This design comes from an exercise in tuning for small area and a short achievable clock period on the open sky130 flow, not from production work.
Function was checked by simulation only, so behaviour that the tests miss may differ from the original.
Power is estimated from default activity; no workload was simulated.

## pong_sprite_renderer
module pong_sprite_renderer #(
    parameter int          N_SPRITES = 8,
    parameter int          IDX_W     = 3,
    parameter int          COORD_W   = 16,
    parameter logic [11:0] BG_COLOR  = 12'h111,
    parameter int          LATENCY   = 2
) (
    input  logic               clk,
    input  logic               rst,
    input  logic [COORD_W-1:0] h_cnt,
    input  logic [COORD_W-1:0] v_cnt,
    input  logic               pix_valid,
    input  logic [1:0]         sync_in,
    input  logic               frame_start,
    input  logic               wr_en,
    input  logic [IDX_W-1:0]   wr_idx,
    input  logic [COORD_W-1:0] wr_px,
    input  logic [COORD_W-1:0] wr_py,
    input  logic [COORD_W-1:0] wr_hw,
    input  logic [COORD_W-1:0] wr_hh,
    input  logic [11:0]        wr_color,
    input  logic               wr_enable,
    input  logic               cfg_commit,
    output logic               commit_pending,
    output logic [11:0]        rgb_out,
    output logic               rgb_valid,
    output logic [1:0]         sync_out
);
    localparam int CW = COORD_W;
    logic r_commit_pending;
    logic w_commit_now;
    logic w_wr_ok;
    assign w_commit_now = frame_start && (r_commit_pending || cfg_commit);
  ...
clock: 6.5 ns
lec_check: 0
cap_margin: 20
core_margin: 2
core_utilization: 60
cts_cluster_diameter: 150
cts_cluster_size: 25
setup_slack_margin: 4.3
slew_margin: 20
standard.sh (not shown) runs the stock make flow with config.mk's settings and CLKGATE_MAP_FILE= SYNTH_SCRIPT=/design/flow/synth_recipe.tcl, a recipe that flattens the netlist after the stock synthesis.
==> flow/flow/run.sh <==
#!/bin/bash
# Standard synthesis, then the combinational logic re-mapped by ABC for delay
# (flip-flop instances untouched), then the standard layout from floorplan on.
set -euo pipefail
here=$(pwd)
bash standard.sh synth > "$here/synth_std.log" 2>&1
R=$here/orfs/results/$FLOW_PLATFORM/pong_sprite_renderer/base
O=$here/orfs/objects/$FLOW_PLATFORM/pong_sprite_renderer/base
cp "$R/1_2_yosys.v" "$here/1_2_yosys_std.v"
YOSYS=yosys
[ -x "$FLOW_HOME/../tools/install/yosys/bin/yosys" ] && YOSYS="$FLOW_HOME/../tools/install/yosys/bin/yosys"
export REMAP_LIB="$FLOW_HOME/platforms/sky130hd/lib/sky130_fd_sc_hd__tt_025C_1v80.lib"
export REMAP_IN="$here/1_2_yosys_std.v"
export REMAP_OUT="$here/1_2_yosys_remap.v"
export REMAP_TOP="$FLOW_TOP"
export REMAP_CONSTR="$O/abc.constr"
export REMAP_SCRIPT="$here/flow/remap.abc"
export REMAP_DONTUSE="$(grep -o -- '-dont_use [A-Za-z0-9_]*' "$here/orfs/logs/$FLOW_PLATFORM/pong_sprite_renderer/base/1_2_yosys.log" | sort -u | tr '\n' ' ')"
"$YOSYS" -c "$here/flow/remap.tcl" > "$here/remap.log" 2>&1
cp "$REMAP_OUT" "$R/1_2_yosys.v"
touch "$R/1_2_yosys.v"
bash standard.sh > "$here/layout.log" 2>&1
==> flow/flow/remap.abc <==
&get -n
&st
&syn2
&sopb
&put
dch -f
map -D 1000
topo
buffer -p
upsize -D 1000
dnsize -D 1000
==> flow/flow/remap.tcl <==
# Re-map the combinational logic of the standard synthesis netlist with ABC,
# keeping every flip-flop (and tie) cell instance, with its name and cell type.
yosys -import
set lib $::env(REMAP_LIB)
read_liberty -ignore_miss_func -ignore_miss_dir -setattr liberty_cell $lib
read_verilog $::env(REMAP_IN)
hierarchy -top $::env(REMAP_TOP)
setattr -mod -set keep_hierarchy 1 sky130_fd_sc_hd__df* sky130_fd_sc_hd__edf* sky130_fd_sc_hd__conb_1
flatten
opt_clean -purge
techmap
opt -fast
abc -liberty $lib {*}$::env(REMAP_DONTUSE) -constr $::env(REMAP_CONSTR) -script $::env(REMAP_SCRIPT)
opt_clean -purge
setundef -zero
hilomap -singleton -hicell sky130_fd_sc_hd__conb_1 HI -locell sky130_fd_sc_hd__conb_1 LO
insbuf -buf sky130_fd_sc_hd__buf_4 A X
splitnets
opt_clean -purge
yosys rename -enumerate
check
blackbox sky130_fd_sc_hd__*
stat -liberty $lib
write_verilog -noattr -nohex -nodec $::env(REMAP_OUT)
The first run passed the timing, design-rule and antenna checks.
Next try:
SETUP_SLACK_MARGIN = 3.9   (was 4.3)
Outcome: Combinational power is lower by 15%. Worst hold slack is better by 0.0051 ns. Worst setup slack is worse by 0.011 ns. Total power is lower by 2.1%. Final area is lower by 4.3%.

---

== violet ==
The RTL this note starts from:
==> flow/design.v <==
`default_nettype none
module pong_sprite_renderer #(
    parameter int          N_SPRITES = 8,
    parameter int          IDX_W     = 3,
    parameter int          COORD_W   = 16,
    parameter logic [11:0] BG_COLOR  = 12'h111,
    parameter int          LATENCY   = 2
) (
    input  logic               clk,
    input  logic               rst,
    input  logic [COORD_W-1:0] h_cnt,
    input  logic [COORD_W-1:0] v_cnt,
    input  logic               pix_valid,
    input  logic [1:0]         sync_in,
    input  logic               frame_start,
    input  logic               wr_en,
    input  logic [IDX_W-1:0]   wr_idx,
    input  logic [COORD_W-1:0] wr_px,
    input  logic [COORD_W-1:0] wr_py,
    input  logic [COORD_W-1:0] wr_hw,
    input  logic [COORD_W-1:0] wr_hh,
    input  logic [11:0]        wr_color,
    input  logic               wr_enable,
    input  logic               cfg_commit,
    output logic               commit_pending,
    output logic [11:0]        rgb_out,
    output logic               rgb_valid,
    output logic [1:0]         sync_out
);
    localparam int CW = COORD_W;
    logic r_commit_pending;
    logic w_commit_now;
    logic w_wr_ok;
    assign w_commit_now = frame_start && (r_commit_pending || cfg_commit);
    assign w_wr_ok      = wr_en && ({1'b0, wr_idx} < (IDX_W+1)'(N_SPRITES));
    logic [CW:0] w_lo_h, w_hi_h, w_lo_v, w_hi_v;    
    pong_add #(.W(CW)) u_lo_h (.a(wr_px), .b(~wr_hw), .ci(1'b1), .s(w_lo_h[CW-1:0]), .co(w_lo_h[CW]), .inv_co(1'b1));
    pong_add #(.W(CW)) u_lo_v (.a(wr_py), .b(~wr_hh), .ci(1'b1), .s(w_lo_v[CW-1:0]), .co(w_lo_v[CW]), .inv_co(1'b1));
    pong_add #(.W(CW)) u_hi_h (.a(wr_px), .b(wr_hw),  .ci(1'b0), .s(w_hi_h[CW-1:0]), .co(w_hi_h[CW]), .inv_co(1'b0));
    pong_add #(.W(CW)) u_hi_v (.a(wr_py), .b(wr_hh),  .ci(1'b0), .s(w_hi_v[CW-1:0]), .co(w_hi_v[CW]), .inv_co(1'b0));
    logic [CW:0]   r_sh_lo_h [N_SPRITES];
    logic [CW:0]   r_sh_hi_h [N_SPRITES];
    logic [CW:0]   r_sh_lo_v [N_SPRITES];
    logic [CW:0]   r_sh_hi_v [N_SPRITES];
    logic [11:0]   r_sh_color[N_SPRITES];
    logic          r_sh_en   [N_SPRITES];
    logic [CW:0]   r_act_lo_h [N_SPRITES];
    logic [CW:0]   r_act_hi_h [N_SPRITES];
    logic [CW:0]   r_act_lo_v [N_SPRITES];
    logic [CW:0]   r_act_hi_v [N_SPRITES];
    logic [11:0]   r_act_color[N_SPRITES];
    logic          r_act_en   [N_SPRITES];
    always_ff @(posedge clk or negedge rst) begin
        if (!rst) begin
            r_commit_pending <= 1'b0;
        end else if (w_commit_now) begin
            r_commit_pending <= 1'b0;
        end else if (cfg_commit) begin
            r_commit_pending <= 1'b1;
        end
    end
    logic [CW-1:0] r_h, r_v, r_hn, r_vn;    
    logic          r_vld0, r_vld1;
    logic [1:0]    r_sync0, r_sync1;
    always_ff @(posedge clk or negedge rst) begin
        if (!rst) begin
            r_vld0  <= 1'b0;
            r_vld1  <= 1'b0;
            r_sync0 <= 2'b00;
            r_sync1 <= 2'b00;
        end else begin
            r_vld0  <= pix_valid;
            r_vld1  <= r_vld0;
            r_sync0 <= sync_in;
            r_sync1 <= r_sync0;
        end
    end
    always_ff @(posedge clk) begin
        r_h  <= h_cnt;
        r_v  <= v_cnt;
        r_hn <= ~h_cnt;
        r_vn <= ~v_cnt;
    end
    logic [N_SPRITES-1:0] w_hit;
    generate
        for (genvar gi = 0; gi < N_SPRITES; gi++) begin : g_sprite
            logic w_sel;
            assign w_sel = w_wr_ok && (wr_idx == IDX_W'(gi));
            always_ff @(posedge clk or negedge rst) begin
                if (!rst) begin
                    r_sh_en[gi]  <= 1'b0;
                    r_act_en[gi] <= 1'b0;
                end else begin
                    if (w_sel)        r_sh_en[gi]  <= wr_enable;
                    if (w_commit_now) r_act_en[gi] <= r_sh_en[gi];
                end
            end
            always_ff @(posedge clk) begin
                if (w_sel) begin
                    r_sh_lo_h[gi]  <= w_lo_h;
                    r_sh_hi_h[gi]  <= w_hi_h;
                    r_sh_lo_v[gi]  <= w_lo_v;
                    r_sh_hi_v[gi]  <= w_hi_v;
                    r_sh_color[gi] <= wr_color;
                end
                if (w_commit_now) begin
                    r_act_lo_h[gi]  <= r_sh_lo_h[gi];
                    r_act_hi_h[gi]  <= r_sh_hi_h[gi];
                    r_act_lo_v[gi]  <= r_sh_lo_v[gi];
                    r_act_hi_v[gi]  <= r_sh_hi_v[gi];
                    r_act_color[gi] <= r_sh_color[gi];
                end
            end
            logic [CW-1:0] g0_lh, p0_lh, g0_hh, p0_hh, g0_lv, p0_lv, g0_hv, p0_hv;
            assign g0_lh = r_h & ~r_act_lo_h[gi][CW-1:0];
            assign p0_lh = r_h | ~r_act_lo_h[gi][CW-1:0];
            assign g0_hh = r_act_hi_h[gi][CW-1:0] & r_hn;
            assign p0_hh = r_act_hi_h[gi][CW-1:0] | r_hn;
            assign g0_lv = r_v & ~r_act_lo_v[gi][CW-1:0];
            assign p0_lv = r_v | ~r_act_lo_v[gi][CW-1:0];
            assign g0_hv = r_act_hi_v[gi][CW-1:0] & r_vn;
            assign p0_hv = r_act_hi_v[gi][CW-1:0] | r_vn;
            logic w_gt_h, w_lt_h, w_gt_v, w_lt_v;
            pong_gt_tree #(.W(CW)) u_gt_h (.g(g0_lh), .p(p0_lh), .gt(w_gt_h));
            pong_gt_tree #(.W(CW)) u_lt_h (.g(g0_hh), .p(p0_hh), .gt(w_lt_h));
            pong_gt_tree #(.W(CW)) u_gt_v (.g(g0_lv), .p(p0_lv), .gt(w_gt_v));
            pong_gt_tree #(.W(CW)) u_lt_v (.g(g0_hv), .p(p0_hv), .gt(w_lt_v));
            assign w_hit[gi] = r_act_en[gi]
                            && (r_act_lo_h[gi][CW] || w_gt_h) && (r_act_hi_h[gi][CW] || w_lt_h)
                            && (r_act_lo_v[gi][CW] || w_gt_v) && (r_act_hi_v[gi][CW] || w_lt_v);
        end
    endgenerate
    logic [11:0] w_c01, w_c23, w_c45, w_c67, w_c03, w_c47, w_color;
    logic        w_h01, w_h23, w_h45, w_h03;
    logic [11:0] r_rgb;
    assign w_h01   = w_hit[0] | w_hit[1];
    assign w_h23   = w_hit[2] | w_hit[3];
    assign w_h45   = w_hit[4] | w_hit[5];
    assign w_h03   = w_h01 | w_h23;
    assign w_c01   = w_hit[0] ? r_act_color[0] : r_act_color[1];
    assign w_c23   = w_hit[2] ? r_act_color[2] : r_act_color[3];
    assign w_c45   = w_hit[4] ? r_act_color[4] : r_act_color[5];
    assign w_c67   = w_hit[6] ? r_act_color[6] : (w_hit[7] ? r_act_color[7] : BG_COLOR);
    assign w_c03   = w_h01 ? w_c01 : w_c23;
    assign w_c47   = w_h45 ? w_c45 : w_c67;
    assign w_color = w_h03 ? w_c03 : w_c47;
    always_ff @(posedge clk or negedge rst) begin
        if (!rst) begin
            r_rgb <= 12'h000;
        end else begin
            r_rgb <= r_vld0 ? w_color : 12'h000;
        end
    end
    assign commit_pending = r_commit_pending;
    assign rgb_out        = r_rgb;
    assign rgb_valid      = r_vld1;
    assign sync_out       = r_sync1;
endmodule
module pong_gt_tree #(
    parameter int W = 16
) (
    input  logic [W-1:0] g,
    input  logic [W-1:0] p,
    output logic         gt
);
    generate
        if (W == 1) begin : g_leaf
            assign gt = g[0];
        end else begin : g_node
            localparam int WL = W / 2;
            logic [W-WL-1:0] gh, ph;
            logic gl, gu, pu;
            pong_gt_tree #(.W(WL)) u_lo (.g(g[WL-1:0]), .p(p[WL-1:0]), .gt(gl));
            pong_gp_tree #(.W(W-WL)) u_hi (.g(g[W-1:WL]), .p(p[W-1:WL]), .go(gu), .po(pu));
            assign gt = gu | (pu & gl);
        end
    endgenerate
endmodule
module pong_gp_tree #(
    parameter int W = 8
) (
    input  logic [W-1:0] g,
    input  logic [W-1:0] p,
    output logic         go,
    output logic         po
);
    generate
        if (W == 1) begin : g_leaf
            assign go = g[0];
            assign po = p[0];
        end else begin : g_node
            localparam int WL = W / 2;
            logic gl, pl, gu, pu;
            pong_gp_tree #(.W(WL))   u_lo (.g(g[WL-1:0]), .p(p[WL-1:0]), .go(gl), .po(pl));
            pong_gp_tree #(.W(W-WL)) u_hi (.g(g[W-1:WL]), .p(p[W-1:WL]), .go(gu), .po(pu));
            assign go = gu | (pu & gl);
            assign po = pu & pl;
        end
    endgenerate
endmodule
module pong_add #(
    parameter int W = 16
) (
    input  logic [W-1:0] a,
    input  logic [W-1:0] b,
    input  logic         ci,
    input  logic         inv_co,
    output logic [W-1:0] s,
    output logic         co
);
    logic [W-1:0] p, g, gg, pp;
    logic [W:0]   c;
    always_comb begin
        p = a ^ b;
        g = a & b;
        gg = g;
        pp = p;
        gg[0] = g[0] | (p[0] & ci);
        for (int d = 1; d < W; d = d * 2) begin
            for (int i = W - 1; i >= d; i--) begin
                gg[i] = gg[i] | (pp[i] & gg[i-d]);
                pp[i] = pp[i] & pp[i-d];
            end
        end
        c[0] = ci;
        for (int i = 0; i < W; i++) c[i+1] = gg[i];
        s  = p ^ c[W-1:0];
        co = c[W] ^ inv_co;
    end
endmodule
`default_nettype wire
export LEC_CHECK = 0
export CAP_MARGIN = 20
export CORE_MARGIN = 2
export CORE_UTILIZATION = 66
export CTS_CLUSTER_DIAMETER = 150
export CTS_CLUSTER_SIZE = 25
export PLACE_DENSITY = 0.76
export SETUP_SLACK_MARGIN = 3.9
export SLEW_MARGIN = 20
create_clock -name core_clock -period 6.5 [get_ports {clk}]
==> flow/flow/run.sh <==
#!/bin/bash
# Standard synthesis, then the combinational logic re-mapped by ABC for delay
# (flip-flop instances untouched), then the standard layout from floorplan on.
set -euo pipefail
here=$(pwd)
bash standard.sh synth > "$here/synth_std.log" 2>&1
R=$here/orfs/results/$FLOW_PLATFORM/pong_sprite_renderer/base
O=$here/orfs/objects/$FLOW_PLATFORM/pong_sprite_renderer/base
cp "$R/1_2_yosys.v" "$here/1_2_yosys_std.v"
YOSYS=yosys
[ -x "$FLOW_HOME/../tools/install/yosys/bin/yosys" ] && YOSYS="$FLOW_HOME/../tools/install/yosys/bin/yosys"
export REMAP_LIB="$FLOW_HOME/platforms/sky130hd/lib/sky130_fd_sc_hd__tt_025C_1v80.lib"
export REMAP_IN="$here/1_2_yosys_std.v"
export REMAP_OUT="$here/1_2_yosys_remap.v"
export REMAP_TOP="$FLOW_TOP"
export REMAP_CONSTR="$O/abc.constr"
export REMAP_SCRIPT="$here/flow/remap.abc"
export REMAP_DONTUSE="$(grep -o -- '-dont_use [A-Za-z0-9_]*' "$here/orfs/logs/$FLOW_PLATFORM/pong_sprite_renderer/base/1_2_yosys.log" | sort -u | tr '\n' ' ')"
"$YOSYS" -c "$here/flow/remap.tcl" > "$here/remap.log" 2>&1
cp "$REMAP_OUT" "$R/1_2_yosys.v"
touch "$R/1_2_yosys.v"
# ports get the small plain buffer rather than the delay cell the
# resizer picks by default
export BUFFER_PORTS_ARGS="-buffer_cell sky130_fd_sc_hd__buf_2"
bash standard.sh > "$here/layout.log" 2>&1
Scripts as last shown in full above: flow/flow/remap.abc, flow/flow/remap.tcl
violet finished every stage and its layout cleared the timing, design-rule and antenna checks.
Inputs modified between violet and garnet:
Settings: changing PLACE_DENSITY from 0.76 to 0.72; changing SETUP_SLACK_MARGIN from 3.9 to 4.05; changing CORE_UTILIZATION from 66 to 60.
--- a/flow/flow/run.sh
+++ b/flow/flow/run.sh
@@ -21,5 +21,2 @@
 touch "$R/1_2_yosys.v"
-# ports get the small plain buffer rather than the delay cell the
-# resizer picks by default
-export BUFFER_PORTS_ARGS="-buffer_cell sky130_fd_sc_hd__buf_2"
 bash standard.sh > "$here/layout.log" 2>&1
## What came out
- Cmp garnet and violet / total power / lower: violet
- Looking at final critical delay including setup and external delays, garnet sits 0.0033 ns higher than violet does.
- Of garnet and violet, the run reporting the higher relative contribution of sequential cells to total power was violet.
- NOTE pin count of the biggest net entering global routing violet->garnet decreased by more than a quarter
- Diff violet..garnet | net count of the mapped netlist | unchanged
- Number of buffer and inverter stages on the critical path in garnet is 2 lower than in violet
- Utilization after layout: higher on violet
- Going from violet to garnet, die area grew by a little under 10%.
- Cell row count, garnet and violet: lower on violet
- For the layout-stage area growth over the synthesis result, garnet came in 8.4 points higher than violet did.
Relative to garnet, the following input files were edited for fjord:
Settings: PLACE_DENSITY no longer set, was 0.72; SETUP_SLACK_MARGIN now 3.5, was 4.05.
==> flow/flow/remap.abc <==
strash
dc2
dch -f
map -D 1500
topo
buffer -p
upsize -D 1500
dnsize -D 1500
==> run notes <==
- fjord reports a lower number of vias per cell after detailed routing than garnet does.
- For the detailed-route wire length per cell, fjord came in about 9% lower than garnet did.
- fjord vs garnet on power drawn by the combinational cells: fjord is the lower one.
- [fjord] clock buffer instance count of the final layout fell 0.93% relative to garnet
Setup changes, fjord to juniper
Settings: setting PLACE_DENSITY to 0.72 for the first time; changing SETUP_SLACK_MARGIN from 3.5 to 3.9.
==> flow/flow/remap.abc <==
&get -n
&st
&syn2
&sopb
&put
dch -f
map -D 1000
topo
buffer -p
upsize -D 1000
dnsize -D 1000
Findings:
Summary of juniper over fjord: sequential share of layout area shows a reduction of 4.3 points, area growth from synthesis to layout shows an increase of 0.34 points. Final instance area deteriorates in juniper relative to fjord. Where clock period minus final worst setup slack is concerned, fjord is outperformed by juniper. Taking fjord as the reference point, the die area of juniper rises by 6.5%. The combinational power of juniper exceeds that of fjord by 24%. Total number of multi-input combinational cells was higher in juniper than in fjord. Taking fjord as the reference, in juniper worst setup slack rose by 0.64 ns, total vias in the final route has increased.
diff inputs: juniper => yarrow
Settings: swapping 3.9 for 3.75 in SETUP_SLACK_MARGIN.
## What came out
- Compared with juniper, in yarrow number of buffers inserted by post-CTS setup repair dropped about 40%; power in the clock group barely changed; final design instance area without fill dropped about 2.4%; sequential cell area share climbed 1.5 points.
- The final reports for yarrow and juniper show via count lower in the former.
- Between yarrow and juniper, it is yarrow whose total power is lower, by about 0.9%.
- First-pass GRT wire length delta for yarrow relative to juniper: 3100 um lower
- yarrow ended up with met4 as its uppermost signal routing layer after detailed routing; juniper ended up with met5.

## static timing again, ports no longer ideal
The results above use ideal ports. As a check the final layouts listed here were re-extracted and re-timed, cells and wires unchanged. Step 1 (the two cells are an assumption about what drives the block):
set clk [get_ports {clk}]
set_driving_cell -lib_cell sky130_fd_sc_hd__clkbuf_16 $clk
set_driving_cell -lib_cell sky130_fd_sc_hd__buf_2 [delete_from_list [all_inputs] $clk]
Step 2 times the ports against the registers' clock, not the clock port: input delays grow and output delays shrink by t, the midpoint of the rising clock arrivals with the driver on. Three values: no drivers, after step 1, after step 2; two values: the first two.
| run | t (ns) | slack for setup (ns) | hold WS [ns] | slew at the worst register clock pin (ns) |
|---|---|---|---|---|
| the first run of note 1 | 0.754 | 3.800 / 3.827 / 3.081 | 0.362 / 0.362 / 0.362 | 0.11 / 0.11 |
| the second run of note 1 | 0.752 | 3.789 / 3.827 / 3.074 | 0.367 / 0.367 / 0.367 | 0.11 / 0.11 |
| violet | 0.743 | 3.777 / 3.771 / 3.028 | 0.362 / 0.362 / 0.362 | 0.11 / 0.11 |
| garnet | 0.742 | 3.774 / 3.801 / 3.058 | 0.356 / 0.356 / 0.356 | 0.11 / 0.11 |
| fjord | 0.737 | 3.127 / 3.134 / 2.397 | 0.357 / 0.357 / 0.357 | 0.11 / 0.11 |
| juniper | 0.740 | 3.772 / 3.794 / 3.054 | 0.356 / 0.356 / 0.356 | 0.10 / 0.10 |
| yarrow | 0.739 | 3.689 / 3.737 / 2.998 | 0.357 / 0.357 / 0.357 | 0.10 / 0.10 |
After both steps setup and hold are still met in every run listed. The setup slack of violet, which loses most, moves by -0.006 ns with the drivers and by -0.749 ns with both steps.
